Context: an optimization exercise on an open-source flow, tuned for small area. The choices shown serve that exercise and are no tape-out recipe. Function was checked by simulation only, so behaviour that the tests miss may differ from the original. Power and IR drop assume default switching activity.

==> onyx: inputs <==
==> flow/design.v <==
`timescale 1ns/1ns
module rv_regfile (
    input  logic       clk,
    input  logic       pol,
    input  logic       we_all,    
    input  logic       wen,
    input  logic [4:0] rd,
    input  logic [3:0] wd,
    input  logic [4:0] rs1,
    input  logic [4:0] rs2,
    output logic [3:0] ra,
    output logic [3:0] rb
);
    logic [31:0] r [1:31];
    logic [7:0] lo;
    logic [3:0] hi;
    always_comb begin
        for (int k = 0; k < 8; k++) lo[k] = we_all || rd[2:0] == 3'(k);
        for (int j = 0; j < 4; j++) hi[j] = we_all || (wen && rd[4:3] == 2'(j));
    end
    logic [3:0] x;
    assign x = wd ^ {4{pol}};
    always_ff @(posedge clk) begin
        for (int i = 1; i < 32; i++) begin
            r[i] <= {~((hi[i / 8] && lo[i % 8]) ? x : r[i][3:0]), r[i][31:4]};
        end
    end
    function automatic logic [3:0] rd_port(input logic [4:0] s, input logic [127:0] d);
        logic [7:0] l;
        logic [3:0] h;
        logic [3:0] o, g;
        for (int k = 0; k < 8; k++) l[k] = s[2:0] == 3'(k);
        for (int j = 0; j < 4; j++) h[j] = s[4:3] == 2'(j);
        o = 4'd0;
        for (int j = 0; j < 4; j++) begin
            g = 4'd0;
            for (int k = 0; k < 8; k++) begin
                if (j * 8 + k != 0) g = g | ({4{l[k]}} & d[(j * 8 + k) * 4 +: 4]);
            end
            o = o | ({4{h[j]}} & g);
        end
        rd_port = o;
    endfunction
    logic [127:0] dig;
    always_comb begin
        dig[3:0] = 4'd0;
        for (int i = 1; i < 32; i++) dig[i * 4 +: 4] = r[i][3:0];
    end
    assign ra = rd_port(rs1, dig) ^ {4{pol && rs1 != 5'd0}};
    assign rb = rd_port(rs2, dig) ^ {4{pol && rs2 != 5'd0}};
endmodule
`timescale 1ns/1ns
module rv_core (
    input  logic        clk,
    input  logic        rst_n,
    output logic [31:0] imem_addr,
    input  logic [31:0] imem_insn,
    output logic [31:0] dmem_addr,
    output logic [31:0] dmem_wdata,
    input  logic [31:0] dmem_rdata,
    output logic        dmem_wen,
    output logic [3:0]  byte_en
);
    logic [2:0]  ph;       
    logic        p2;       
    logic        clr;      
    logic [29:0] pc;
    logic        pol;      
    logic [31:0] insn;
    logic [6:0]  opcode;
    logic [2:0]  f3;
    logic        alt;
    assign insn   = imem_insn;
    assign opcode = insn[6:0];
    assign f3     = insn[14:12];
    assign alt    = insn[30];
    logic is_op, is_opi, is_ld, is_st, alu_cls, is_sh, is_slt, ld_ok, st_ok;
    logic two, last, writes, ph0, ph7;
    assign is_op   = opcode == 7'b0110011;
    assign is_opi  = opcode == 7'b0010011;
    assign is_ld   = opcode == 7'b0000011;
    assign is_st   = opcode == 7'b0100011;
    assign alu_cls = is_op || is_opi;
    assign is_sh   = alu_cls && f3[1:0] == 2'b01;
    assign is_slt  = alu_cls && f3[2:1] == 2'b01;
    assign ld_ok   = is_ld && f3 != 3'd3 && f3 != 3'd6 && f3 != 3'd7;
    assign st_ok   = is_st && (f3 == 3'd0 || f3 == 3'd1 || f3 == 3'd2);
    assign two     = is_sh || is_slt || ld_ok || st_ok;
    assign last    = p2 || !two;
    assign writes  = alu_cls || ld_ok;
    assign ph0     = ph == 3'd0;
    assign ph7     = ph == 3'd7;
    always_ff @(posedge clk) begin
        if (!rst_n) begin
            ph  <= 3'd0;
            p2  <= 1'b0;
            clr <= 1'b1;
            pc  <= 30'd0;
            pol <= 1'b0;
        end else begin
            ph <= ph + 3'd1;
            if (ph7) pol <= !pol;
            if (ph7) begin
                clr <= 1'b0;
                if (!clr) begin
                    p2 <= two && !p2;
                    if (last) pc <= pc + 30'd1;
                end
            end
        end
    end
    assign imem_addr = {pc, 2'b00};
    logic [3:0] ra, rb, wd;
    logic       wen;
    assign wen = !clr && writes && last;
    rv_regfile u_rf (
        .clk(clk), .pol(pol), .we_all(clr), .wen(wen), .rd(insn[11:7]), .wd(wd),
        .rs1(insn[19:15]), .rs2(insn[24:20]), .ra(ra), .rb(rb)
    );
    logic [3:0] imm_i, imm_s, b, bb, sum, alu_dig;
    logic       sub, cin, cout, cq, lt;
    always_comb begin
        case (ph)
            3'd0:    imm_i = insn[23:20];
            3'd1:    imm_i = insn[27:24];
            3'd2:    imm_i = insn[31:28];
            default: imm_i = {4{insn[31]}};
        endcase
        case (ph)
            3'd0:    imm_s = insn[10:7];
            3'd1:    imm_s = {insn[27:25], insn[11]};
            3'd2:    imm_s = insn[31:28];
            default: imm_s = {4{insn[31]}};
        endcase
    end
    assign b   = is_op ? rb : (is_st ? imm_s : imm_i);
    assign sub = (is_op && f3 == 3'd0 && alt) || is_slt;
    assign bb  = b ^ {4{sub}};
    assign cin = ph0 ? sub : cq;
    assign {cout, sum} = {1'b0, ra} + {1'b0, bb} + {4'd0, cin};
    assign lt  = (f3[0] ? 1'b1 : (ra[3] ^ ~b[3])) ^ cout;
    always_ff @(posedge clk) begin
        cq <= (ph7 && is_slt) ? lt : cout;
    end
    always_comb begin
        case (f3)
            3'd4:    alu_dig = ra ^ b;
            3'd6:    alu_dig = ra | b;
            3'd7:    alu_dig = ra & b;
            default: alu_dig = sum;
        endcase
    end
    logic [31:0] A, W;
    logic [3:0]  w_sh;
    always_ff @(posedge clk) begin
        if (!p2) A <= {sum, A[31:4]};
        W <= {is_st ? rb : w_sh, W[31:4]};
    end
    assign dmem_addr  = A;
    assign dmem_wdata = W;
    logic [4:0] shq;
    logic [2:0] q, k;
    logic [1:0] r, m;
    logic       sll, fsign;
    logic [3:0] prevq, cur_f, prev_f, fill, sh_dig;
    logic [7:0] cat;
    always_ff @(posedge clk) begin
        if (!p2 && ph0) shq[3:0] <= b;
        if (!p2 && ph == 3'd1) shq[4] <= b[0];
        prevq <= ra;
    end
    assign sll    = !f3[2] || shq == 5'd0;
    assign q      = shq[4:2];
    assign r      = shq[1:0];
    assign fill   = {4{!sll && alt && fsign}};
    assign cur_f  = (p2 == sll) ? ra : fill;
    assign prev_f = ((p2 && !ph0) == sll) ? prevq : fill;
    assign cat    = {cur_f, prev_f};
    assign m      = (r == 2'd0) ? 2'd0 : (sll ? 2'd0 - r : r);
    always_comb begin
        case (m)
            2'd1:    w_sh = cat[4:1];
            2'd2:    w_sh = cat[5:2];
            2'd3:    w_sh = cat[6:3];
            default: w_sh = cat[7:4];
        endcase
    end
    assign k = sll ? 3'd0 - q : q + {2'd0, r != 2'd0};
    always_comb begin
        case (k)
            3'd0:    sh_dig = w_sh;
            3'd1:    sh_dig = W[7:4];
            3'd2:    sh_dig = W[11:8];
            3'd3:    sh_dig = W[15:12];
            3'd4:    sh_dig = W[19:16];
            3'd5:    sh_dig = W[23:20];
            3'd6:    sh_dig = W[27:24];
            default: sh_dig = W[31:28];
        endcase
    end
    logic [1:0] m2;
    logic [3:0] idx, raw, ld_dig;
    logic       lw, inr;
    assign m2  = A[1:0];
    assign lw  = f3[1];
    assign idx = {1'b0, ph} + (lw ? 4'd0 : {1'b0, m2, 1'b0});
    always_comb begin
        case (idx)
            4'd0:    raw = dmem_rdata[3:0];
            4'd1:    raw = dmem_rdata[7:4];
            4'd2:    raw = dmem_rdata[11:8];
            4'd3:    raw = dmem_rdata[15:12];
            4'd4:    raw = dmem_rdata[19:16];
            4'd5:    raw = dmem_rdata[23:20];
            4'd6:    raw = dmem_rdata[27:24];
            4'd7:    raw = dmem_rdata[31:28];
            default: raw = 4'd0;
        endcase
    end
    assign inr    = lw || (f3[0] ? ph <= 3'd3 : ph <= 3'd1);
    assign ld_dig = inr ? raw : {4{!f3[2] && fsign}};
    always_ff @(posedge clk) begin
        if (!p2 && ph7) fsign <= ra[3];
        else if (p2 && is_ld && ph == {1'b0, f3[0], 1'b1}) fsign <= raw[3];
    end
    always_comb begin
        if (clr)          wd = 4'd0;
        else if (!p2)     wd = alu_dig;
        else if (is_ld)   wd = ld_dig;
        else if (is_sh)   wd = sh_dig;
        else              wd = {3'd0, ph0 && cq};
    end
    assign dmem_wen = p2 && st_ok && ph == {2'd0 - m2, 1'b0};
    always_comb begin
        case (m2)
            2'd0:    byte_en = {f3[1], f3[1], f3[1] || f3[0], 1'b1};
            2'd1:    byte_en = {f3[1], f3[1] || f3[0], 1'b1, 1'b0};
            2'd2:    byte_en = {f3[1] || f3[0], 1'b1, 2'b00};
            default: byte_en = 4'b1000;
        endcase
    end
endmodule
==> flow/flow/run.sh <==
#!/bin/bash
# Layout flow: the standard ORFS flow (standard.sh) with these changes:
#  - synthesis is the standard synthesis script, except that ABC maps the
#    logic with an area-oriented script (flow/abc_area_nf.script) instead of
#    ORFS's speed script, and adders are left to ABC instead of being mapped to
#    full/half-adder cells first (ADDER_MAP_FILE empty); registers, names,
#    flattening and renaming are unchanged
#  - port buffers use the smallest buffer cell instead of clkdlybuf4s50_1
#  - CTS clusters more sinks per clock buffer and inserts no dummy loads
# Each tool writes its full log under orfs/logs/; make's own output goes to
# flow_make.log in the work folder.
set -euo pipefail
W=$PWD
cat >> config.mk <<'CFG'
export BUFFER_PORTS_ARGS = -buffer_cell sky130_fd_sc_hd__buf_1
export CTS_ARGS = -sink_clustering_enable -repair_clock_nets -dont_use_dummy_load -buf_list sky130_fd_sc_hd__clkbuf_8 -sink_clustering_size 18 -sink_clustering_max_diameter 50
CFG
cat > flow/synth_area.tcl <<TCL
proc abc {args} {
  set i [lsearch -exact \$args -script]
  if {\$i >= 0} { lset args [expr {\$i + 1}] $W/flow/abc_area_nf.script }
  yosys abc {*}\$args
}
source $W/synth_recipe.tcl
TCL
sed "s#SYNTH_SCRIPT=[^ ]*#SYNTH_SCRIPT=$W/flow/synth_area.tcl ADDER_MAP_FILE=#" standard.sh > flow/standard_area.sh
grep -q "SYNTH_SCRIPT=$W/flow/synth_area.tcl" flow/standard_area.sh
bash flow/standard_area.sh > flow_make.log 2>&1
==> flow/flow/abc_area_nf.script <==
strash
dc2
&get -n
&st
&dch -f
&nf -R 1000
&put
==> flow/standard.sh <==
#!/bin/bash
# synth_recipe.tcl (not shown) runs the flow's synth.tcl, then flattens the netlist and writes it again
# the make line also repeats each setting of config.mk as NAME=value (left out here)
make -C /OpenROAD-flow-scripts/flow DESIGN_CONFIG=/design/flow/config.mk WORK_HOME=/design/flow/orfs CLKGATE_MAP_FILE= SYNTH_SCRIPT=/design/flow/synth_recipe.tcl "${@:-finish}"
==> flow/config.mk <==
export PLATFORM = sky130hd
export DESIGN_NAME = rv_core
export DESIGN_NICKNAME = rv_core
export VERILOG_FILES = /design/flow/design.v
export SDC_FILE = /design/flow/constraint.sdc
export NUM_CORES = 4
export LEC_CHECK = 0
export CAP_MARGIN = 20
export CORE_MARGIN = 2
export CORE_UTILIZATION = 65
export PLACE_DENSITY = 0.8
export SLEW_MARGIN = 20
export BUFFER_PORTS_ARGS = -buffer_cell sky130_fd_sc_hd__buf_1
export CTS_ARGS = -sink_clustering_enable -repair_clock_nets -dont_use_dummy_load -buf_list sky130_fd_sc_hd__clkbuf_8 -sink_clustering_size 18 -sink_clustering_max_diameter 50
==> flow/constraint.sdc <==
create_clock -name core_clock -period 6.5 [get_ports {clk}]
set_input_delay 1.3000 -clock core_clock [delete_from_list [all_inputs] [get_ports {clk}]]
set_output_delay 1.3000 -clock core_clock [all_outputs]
set_load 0.01 [all_outputs]
==> lagoon: changes against onyx <==
==> flow/design.v, changed modules only <==
module rv_regfile (
    input  logic       clk,
    input  logic       we_all,    
    input  logic       wen,
    input  logic [4:0] rd,
    input  logic [3:0] wd,
    input  logic [4:0] rs1,
    input  logic [4:0] rs2,
    output logic [3:0] ra,
    output logic [3:0] rb
);
    logic [31:0] r [1:31];
    always_ff @(posedge clk) begin
        for (int i = 1; i < 32; i++) begin
            r[i] <= {(we_all || (wen && rd == 5'(i))) ? wd : r[i][3:0], r[i][31:4]};
        end
    end
    logic [3:0] dig [32];
    always_comb begin
        dig[0] = 4'd0;
        for (int i = 1; i < 32; i++) dig[i] = r[i][3:0];
    end
    assign ra = dig[rs1];
    assign rb = dig[rs2];
endmodule
module rv_core (
    input  logic        clk,
    input  logic        rst_n,
    output logic [31:0] imem_addr,
    input  logic [31:0] imem_insn,
    output logic [31:0] dmem_addr,
    output logic [31:0] dmem_wdata,
    input  logic [31:0] dmem_rdata,
    output logic        dmem_wen,
    output logic [3:0]  byte_en
);
    logic [2:0]  ph;       
    logic        p2;       
    logic        clr;      
    logic [29:0] pc;
    logic [31:0] insn;
    logic [6:0]  opcode;
    logic [2:0]  f3;
    logic        alt;
    assign insn   = imem_insn;
    assign opcode = insn[6:0];
    assign f3     = insn[14:12];
    assign alt    = insn[30];
    logic is_op, is_opi, is_ld, is_st, alu_cls, is_sh, is_slt, ld_ok, st_ok;
    logic two, last, writes, ph0, ph7;
    assign is_op   = opcode == 7'b0110011;
    assign is_opi  = opcode == 7'b0010011;
    assign is_ld   = opcode == 7'b0000011;
    assign is_st   = opcode == 7'b0100011;
    assign alu_cls = is_op || is_opi;
    assign is_sh   = alu_cls && f3[1:0] == 2'b01;
    assign is_slt  = alu_cls && f3[2:1] == 2'b01;
    assign ld_ok   = is_ld && f3 != 3'd3 && f3 != 3'd6 && f3 != 3'd7;
    assign st_ok   = is_st && (f3 == 3'd0 || f3 == 3'd1 || f3 == 3'd2);
    assign two     = is_sh || is_slt || ld_ok || st_ok;
    assign last    = p2 || !two;
    assign writes  = alu_cls || ld_ok;
    assign ph0     = ph == 3'd0;
    assign ph7     = ph == 3'd7;
    always_ff @(posedge clk) begin
        if (!rst_n) begin
            ph  <= 3'd0;
            p2  <= 1'b0;
            clr <= 1'b1;
            pc  <= 30'd0;
        end else begin
            ph <= ph + 3'd1;
            if (ph7) begin
                clr <= 1'b0;
                if (!clr) begin
                    p2 <= two && !p2;
                    if (last) pc <= pc + 30'd1;
                end
            end
        end
    end
    assign imem_addr = {pc, 2'b00};
    logic [3:0] ra, rb, wd;
    logic       wen;
    assign wen = !clr && writes && last;
    rv_regfile u_rf (
        .clk(clk), .we_all(clr), .wen(wen), .rd(insn[11:7]), .wd(wd),
        .rs1(insn[19:15]), .rs2(insn[24:20]), .ra(ra), .rb(rb)
    );
    logic [3:0] imm_i, imm_s, b, bb, sum, alu_dig;
    logic       sub, cin, cout, cq, lt;
    always_comb begin
        case (ph)
            3'd0:    imm_i = insn[23:20];
            3'd1:    imm_i = insn[27:24];
            3'd2:    imm_i = insn[31:28];
            default: imm_i = {4{insn[31]}};
        endcase
        case (ph)
            3'd0:    imm_s = insn[10:7];
            3'd1:    imm_s = {insn[27:25], insn[11]};
            3'd2:    imm_s = insn[31:28];
            default: imm_s = {4{insn[31]}};
        endcase
    end
    assign b   = is_op ? rb : (is_st ? imm_s : imm_i);
    assign sub = (is_op && f3 == 3'd0 && alt) || is_slt;
    assign bb  = b ^ {4{sub}};
    assign cin = ph0 ? sub : cq;
    assign {cout, sum} = {1'b0, ra} + {1'b0, bb} + {4'd0, cin};
    assign lt  = (f3[0] ? 1'b1 : (ra[3] ^ ~b[3])) ^ cout;
    always_ff @(posedge clk) begin
        cq <= (ph7 && is_slt) ? lt : cout;
    end
    always_comb begin
        case (f3)
            3'd4:    alu_dig = ra ^ b;
            3'd6:    alu_dig = ra | b;
            3'd7:    alu_dig = ra & b;
            default: alu_dig = sum;
        endcase
    end
    logic [31:0] A, W;
    always_ff @(posedge clk) begin
        if (!p2) A <= {sum, A[31:4]};
        W <= {is_st ? rb : ra, W[31:4]};
    end
    assign dmem_addr  = A;
    assign dmem_wdata = W;
    logic [4:0] shq, s;
    logic [2:0] q, k;
    logic [3:0] qp;
    logic [1:0] rr;
    logic       sll, sra, cv, pv;
    logic [3:0] cur, prevq, curm, prevm, fill, sh_dig;
    logic [7:0] fun;
    logic       fsign;
    always_ff @(posedge clk) begin
        if (!p2 && ph0) shq[3:0] <= rb;
        if (!p2 && ph == 3'd1) shq[4] <= rb[0];
    end
    assign s   = is_op ? shq : insn[24:20];
    assign sll = !f3[2];
    assign sra = alt;
    assign q   = s[4:2];
    assign qp  = {1'b0, q} + {3'd0, s[1:0] != 2'd0};
    assign k   = sll ? 3'd0 - q : qp[2:0];
    assign rr  = sll ? s[1:0] : 2'd0 - s[1:0];
    always_comb begin
        case (k)
            3'd0:    cur = ra;
            3'd1:    cur = W[7:4];
            3'd2:    cur = W[11:8];
            3'd3:    cur = W[15:12];
            3'd4:    cur = W[19:16];
            3'd5:    cur = W[23:20];
            3'd6:    cur = W[27:24];
            default: cur = W[31:28];
        endcase
    end
    always_ff @(posedge clk) prevq <= cur;
    assign cv   = sll ? (ph >= q) : ({1'b0, ph} + qp <= 4'd7);
    assign pv   = sll ? (ph > q)  : ({1'b0, ph} + qp <= 4'd8);
    assign fill = {4{!sll && sra && fsign}};
    assign curm  = cv ? cur : fill;
    assign prevm = pv ? prevq : fill;
    assign fun   = {curm, prevm} << rr;
    assign sh_dig = fun[7:4];
    logic [1:0] m2;
    logic [3:0] idx, raw, ld_dig;
    logic       lw, inr;
    assign m2  = A[1:0];
    assign lw  = f3[1];
    assign idx = {1'b0, ph} + (lw ? 4'd0 : {1'b0, m2, 1'b0});
    always_comb begin
        case (idx)
            4'd0:    raw = dmem_rdata[3:0];
            4'd1:    raw = dmem_rdata[7:4];
            4'd2:    raw = dmem_rdata[11:8];
            4'd3:    raw = dmem_rdata[15:12];
            4'd4:    raw = dmem_rdata[19:16];
            4'd5:    raw = dmem_rdata[23:20];
            4'd6:    raw = dmem_rdata[27:24];
            4'd7:    raw = dmem_rdata[31:28];
            default: raw = 4'd0;
        endcase
    end
    assign inr    = lw || (f3[0] ? ph <= 3'd3 : ph <= 3'd1);
    assign ld_dig = inr ? raw : {4{!f3[2] && fsign}};
    always_ff @(posedge clk) begin
        if (!p2 && ph7) fsign <= ra[3];
        else if (p2 && is_ld && ph == {1'b0, f3[0], 1'b1}) fsign <= raw[3];
    end
    always_comb begin
        if (clr)          wd = 4'd0;
        else if (!p2)     wd = alu_dig;
        else if (is_ld)   wd = ld_dig;
        else if (is_sh)   wd = sh_dig;
        else              wd = {3'd0, ph0 && cq};
    end
    assign dmem_wen = p2 && st_ok && ph == {2'd0 - m2, 1'b0};
    always_comb begin
        case (m2)
            2'd0:    byte_en = {f3[1], f3[1], f3[1] || f3[0], 1'b1};
            2'd1:    byte_en = {f3[1], f3[1] || f3[0], 1'b1, 1'b0};
            2'd2:    byte_en = {f3[1] || f3[0], 1'b1, 2'b00};
            default: byte_en = 4'b1000;
        endcase
    end
endmodule
==> flow/run.sh (new file) <==
#!/bin/bash
# synth_recipe.tcl (not shown) runs the flow's synth.tcl, then flattens the netlist and writes it again
# the make line also repeats each setting of config.mk as NAME=value (left out here)
make -C /OpenROAD-flow-scripts/flow DESIGN_CONFIG=/design/flow/config.mk WORK_HOME=/design/flow/orfs CLKGATE_MAP_FILE= SYNTH_SCRIPT=/design/flow/synth_recipe.tcl finish
Settings changed: ABC_AREA set to 1, BUFFER_PORTS_ARGS -buffer_cell sky130_fd_sc_hd__buf_1 to not set, CORE_UTILIZATION 65 to 40, CTS_ARGS -sink_clustering_enable -repair_clock_nets -dont_use_dummy_load -buf_list sky130_fd_sc_hd__clkbuf_8 -sink_clustering_size 18 -sink_clustering_max_diameter 50 to not set, PLACE_DENSITY 0.8 to 0.6.
removed: flow/flow/run.sh
removed: flow/flow/abc_area_nf.script
removed: flow/standard.sh
==> qor summary <==
	onyx	lagoon
Run status	finished clean	finished clean
Global routing met1 resource utilization	0.362	0.295
Internal cell power	8.48 mW	10.7 mW
Fin crit share	0.917	0.920
Sum of routed wire segments on met1	25.2 mm	38.8 mm
Critical path's most frequent cell	sky130_fd_sc_hd__and3_1	sky130_fd_sc_hd__nand2_1
Sequential cells	1102	1101
Post-route worst hold slack	0.290 ns	0.307 ns
Count of inserted antenna diode cells	2	1
Root Buffer	sky130_fd_sc_hd__clkbuf_8	sky130_fd_sc_hd__clkbuf_16
Leakage power figure	11.8 nW	15.7 nW
Total power per unit cell area	364 nW/µm²	365 nW/µm²
Area occupied by multi-input gates	5060 µm²	7170 µm²
Tapcell Cnt	539	1030
Basic-gate share of the synthesized area counting and, or, nand and nor cells	0.0449	0.172
Worst path slowest cell	sky130_fd_sc_hd__or3_1	sky130_fd_sc_hd__clkdlybuf4s50_1
Non-CTS inverters	13	204

## what the ideal ports hide
The flow's constraints put no driver on any port. The routed layouts listed below were extracted and timed again, unchanged, in two steps. Step 1 assumes that a clkbuf_16 drives the clock port and a buf_2 every other input. Step 2 times the ports against the registers' clock, not the clock port: input delays grow and output delays shrink by t, the midpoint of the rising clock arrivals with the driver on. Three values: ideal ports, drivers, drivers and shift; two values: the first two.
run | t (ns) | slack for setup (ns) | latest minus earliest clock arrival (ns) | pins driven straight from the clock port
onyx | 0.693 | 0.538 / 0.566 / -0.126 | 0.057 / 0.057 | 1
lagoon | 0.717 | 0.522 / 0.548 / -0.169 | 0.034 / 0.034 | 1
Met with ideal ports but missed after step 2: setup timing in onyx and lagoon. For lagoon, which loses most, drivers alone change the setup slack by +0.026 ns; drivers and shift together by -0.691 ns.
